What follows belongs to an exercise in optimizing a design on an open flow for a short achievable clock period and few clock cycles; a production flow would make more cautious choices.
Where RTL was checked, it was by simulation tests only, not by an equivalence proof against the original.
Power is estimated from default activity; no workload was simulated.

## core_top
module core_top (
    input  logic        clk,
    input  logic        rst,
    output logic [19:0] rom_addr,
    input  logic [7:0]  rom_data,
    output logic        mem_en,
    output logic        mem_we,
    output logic [19:0] mem_addr,
    output logic [15:0] mem_wdata,
    input  logic [15:0] mem_rdata,
    output logic        halted
);
For scale: about 2200 cells after synthesis, roughly 390 flip-flops, ~85 I/O pins, roughly 21000 um2 of cells after synthesis.
==> flow/config.mk <==
export PLATFORM = sky130hd
export DESIGN_NAME = core_top
export DESIGN_NICKNAME = core_top
export VERILOG_FILES = /design/flow/design.v
export SDC_FILE = /design/flow/constraint.sdc
export NUM_CORES = 4
export LEC_CHECK = 0
export ABC_CLOCK_PERIOD_IN_PS = 2500
export CAP_MARGIN = 20
export CORE_MARGIN = 2
export CORE_UTILIZATION = 50
export SLEW_MARGIN = 20
==> flow/constraint.sdc <==
create_clock -name core_clock -period 8.0 [get_ports {clk}]
set_input_delay 1.6000 -clock core_clock [delete_from_list [all_inputs] [get_ports {clk}]]
set_output_delay 1.6000 -clock core_clock [all_outputs]
set_load 0.01 [all_outputs]
standard.sh (not shown) runs the stock make flow with config.mk's settings and CLKGATE_MAP_FILE= SYNTH_SCRIPT=/design/flow/synth_recipe.tcl, a recipe that flattens the netlist after the stock synthesis.
==> flow/flow/run.sh <==
#!/bin/bash
# The standard layout, with timing repair aimed at a setup slack of 6.0 ns.
set -euo pipefail
bash standard.sh SETUP_SLACK_MARGIN=6.0 finish > make_finish.log 2>&1
Next try:
--- a/flow/design.v
+++ b/flow/design.v
@@ -63,16 +63,17 @@
     logic [15:0] n_k;
     logic        n_bx, n_bp, n_si, n_di, n_sp, n_stack;
     logic        n_easy;
     logic [7:0]  n_selw, n_selb, n_wlo, n_whi;
     logic [7:0]  n_rmask, n_wmask;
     logic [1:0]  role_n;
     logic        disc_n;
     logic        need2_n;
+    logic        skip;
     logic        d_hlt;
     function automatic logic [7:0] onehot(input logic [2:0] i);
         onehot = 8'd1 << i;
     endfunction
     function automatic logic [1:0] disp_n(input logic [7:0] m);
         case (m[7:6])
             2'b00:   disp_n = (m[2:0] == 3'b110) ? 2'd2 : 2'd0;
             2'b01:   disp_n = 2'd1;
@@ -130,16 +131,17 @@
         n_selb  = 8'h00;
         n_wlo   = 8'h00;
         n_whi   = 8'h00;
         n_rmask = 8'h00;
         n_wmask = 8'h00;
         role_n  = R_OP;
         disc_n  = 1'b0;
         need2_n = need2;
+        skip    = 1'b0;
         d_hlt   = 1'b0;
         case (role)
             R_OP: begin
                 if (p_mr) begin
                     role_n = R_MODRM;
                 end else if (p_d1 | p_d2) begin
                     role_n  = R_D0;
                     need2_n = p_d2;
@@ -178,16 +180,26 @@
                         n_wmask = n_wlo;
                         n_rmask = n_selw;
                     end else begin
                         n_selb  = onehot(op_r[1] ? b[2:0] : b[5:3]);
                         byte_write(op_r[1] ? b[5:3] : b[2:0]);
                         n_rmask = onehot({1'b0, op_r[1] ? b[1:0] : b[4:3]});
                     end
                 end else if (!op_r[0]) begin
+                    if (p_nd1) begin
+                        role_n  = R_D0;
+                        disc_n  = 1'b1;
+                        need2_n = 1'b0;
+                    end
+                    if (p_nd2) begin
+                        role_n = R_D1;
+                        disc_n = 1'b1;
+                        skip   = 1'b1;
+                    end
                 end else if (!p_nd1 && !p_nd2) begin
                     mem_uop(op_r, b);
                 end else begin
                     role_n  = R_D0;
                     need2_n = p_nd2;
                 end
             end
             R_D0: begin
@@ -267,33 +279,19 @@
     logic [15:0] sp;
     logic [15:0] sp_n;
     logic        sp_step;
     logic [15:0] a1r, a2r, a1, a2;
     logic        fw_a1, fw_a2;
     logic [15:0] t;
     logic        hlt_now;
     logic [15:0] pc_1, pc_2;
-    logic [15:0] rom_pc_1, rom_pc_2, rom_pc_3, pc_3;
+    logic [15:0] rom_pc_1, rom_pc_2;
     assign rom_pc_1 = {pc[15:1] + 15'(pc[0]), !pc[0]};
     assign rom_pc_2 = {pc[15:1] + 15'd1, pc[0]};
-    assign rom_pc_3 = {pc[15:1] + 15'd1 + 15'(pc[0]), !pc[0]};
-    assign pc_3     = pc + 16'd3;
-    logic        f_bform;
-    logic [1:0]  f_nd;
-    logic        skip1, skip2;
-    assign f_bform = (role == R_OP) && p_mr && !b[0] && !fe_done;
-    assign f_nd    = disp_n(rom_data);
-    assign skip1   = f_bform && f_nd == 2'd1;
-    assign skip2   = f_bform && f_nd == 2'd2;
-    logic [15:0] pc_n, rom_pc_n;
-    assign pc_n     = ({16{skip2}} & pc_3) | ({16{skip1}} & pc_2) |
-                      ({16{!skip1 && !skip2}} & pc_1);
-    assign rom_pc_n = ({16{skip2}} & rom_pc_3) | ({16{skip1}} & rom_pc_2) |
-                      ({16{!skip1 && !skip2}} & rom_pc_1);
     logic        halted_n;
     assign halted_n = halted ||
                       ((hlt_now || hlt_seen) && !d_mem && !(u_valid && u_mem) && !m_mem);
     assign pc_1 = pc + 16'd1;
     assign pc_2 = pc + 16'd2;
     assign sp      = regs[4];
     assign sp_step = go & (u_push | u_pop);
     logic [15:0] sp_m2, sp_p2;
@@ -309,17 +307,17 @@
     assign a2r   = ({16{u_si}} & regs[6]) | ({16{u_di}} & regs[7]);
     assign fw_a1 = (u_bx & ld3_m[3]) | (u_bp & ld3_m[5]);
     assign fw_a2 = (u_si & ld3_m[6]) | (u_di & ld3_m[7]);
     assign a1    = fw_a1 ? mem_rdata : a1r;
     assign a2    = fw_a2 ? mem_rdata : a2r;
     assign t     = m_s + m_c;
     logic        b_last;
     assign b_last  = (role == R_OP    && !(p_mr | p_d1 | p_d2)) ||
-                     (role == R_MODRM && (!op_r[0] || !(p_nd1 | p_nd2))) ||
+                     (role == R_MODRM && !(p_nd1 | p_nd2)) ||
                      (role == R_D0    && !need2) ||
                      (role == R_D1);
     assign hlt_now = !fe_done && b_last && rom_data == 8'hF4;
     always_ff @(posedge clk or negedge rst) begin
         if (!rst) begin
             for (int i = 0; i < 8; i++) begin
                 regs[i] <= (i == 4) ? 16'h0100 : 16'h0000;
             end
@@ -356,30 +354,30 @@
             ld1_m    <= 8'h00;
             ld2_m    <= 8'h00;
             ld3_m    <= 8'h00;
             m_mem    <= 1'b0;
             mem_en   <= 1'b0;
             halted   <= 1'b0;
         end else begin
             if (!stall) begin
-                pc      <= pc_n;
+                pc      <= skip ? pc_2 : pc_1;
                 role    <= role_n;
                 disc    <= disc_n;
                 u_valid <= n_valid;
                 u_wlo   <= n_wlo;
                 u_whi   <= n_whi;
                 if (d_hlt) begin
                     fe_done <= 1'b1;
                 end
             end
             if (hlt_now) begin
                 hlt_seen <= 1'b1;
             end
-            rom_pc <= stall ? pc : rom_pc_n;
+            rom_pc <= stall ? pc : (skip ? rom_pc_2 : rom_pc_1);
             ld1_m  <= (go && !byp && (u_load || u_pop)) ? onehot(u_dst) : 8'h00;
             ld2_m  <= ld1_m | ((byp && (u_load || u_pop)) ? onehot(u_dst) : 8'h00);
             ld3_m  <= ld2_m;
             m_mem  <= go && u_mem && !byp;
             mem_en <= m_mem || byp;
             halted   <= halted_n;
         end
     end
Effect:
- cell count decreases by 8.0%
- fmax increases by 1.8%
- worst setup slack gains 0.047 ns
- clock power is about the same
- hold slack loses 0.0048 ns
Testbench counts after the change, summed over its fixed seeds: cycles 31,863.
Function not checked in the first run of this note: the RTL went through the layout flow alone.

separate check: timing with driven ports:
No port has a modelled driver above. Below, the same layouts with a new extraction and two added sets of constraints.
Step 1, drivers: a clkbuf_16 drives clk and a buf_2 each remaining input, both assumed.
Step 2 adds t to the input delays and takes it off the output delays; t is the mean of the earliest and latest rising clock arrival at the registers after step 1. Input paths then give back, and output paths get back, about the clock's delay inside the block.
Three values: ideal, step 1, step 2; two values: the first two.
run	t, ns	setup slack, ns	latest minus earliest clock arrival (ns)
the first run	0.665	5.244 / 5.183 / 4.611	0.025 / 0.026
the second run	0.641	5.292 / 5.230 / 4.821	0.030 / 0.031
After both steps every run listed still meets setup and hold. The setup slack of the first run, which loses most, moves by -0.061 ns with the drivers and by -0.633 ns with both steps.
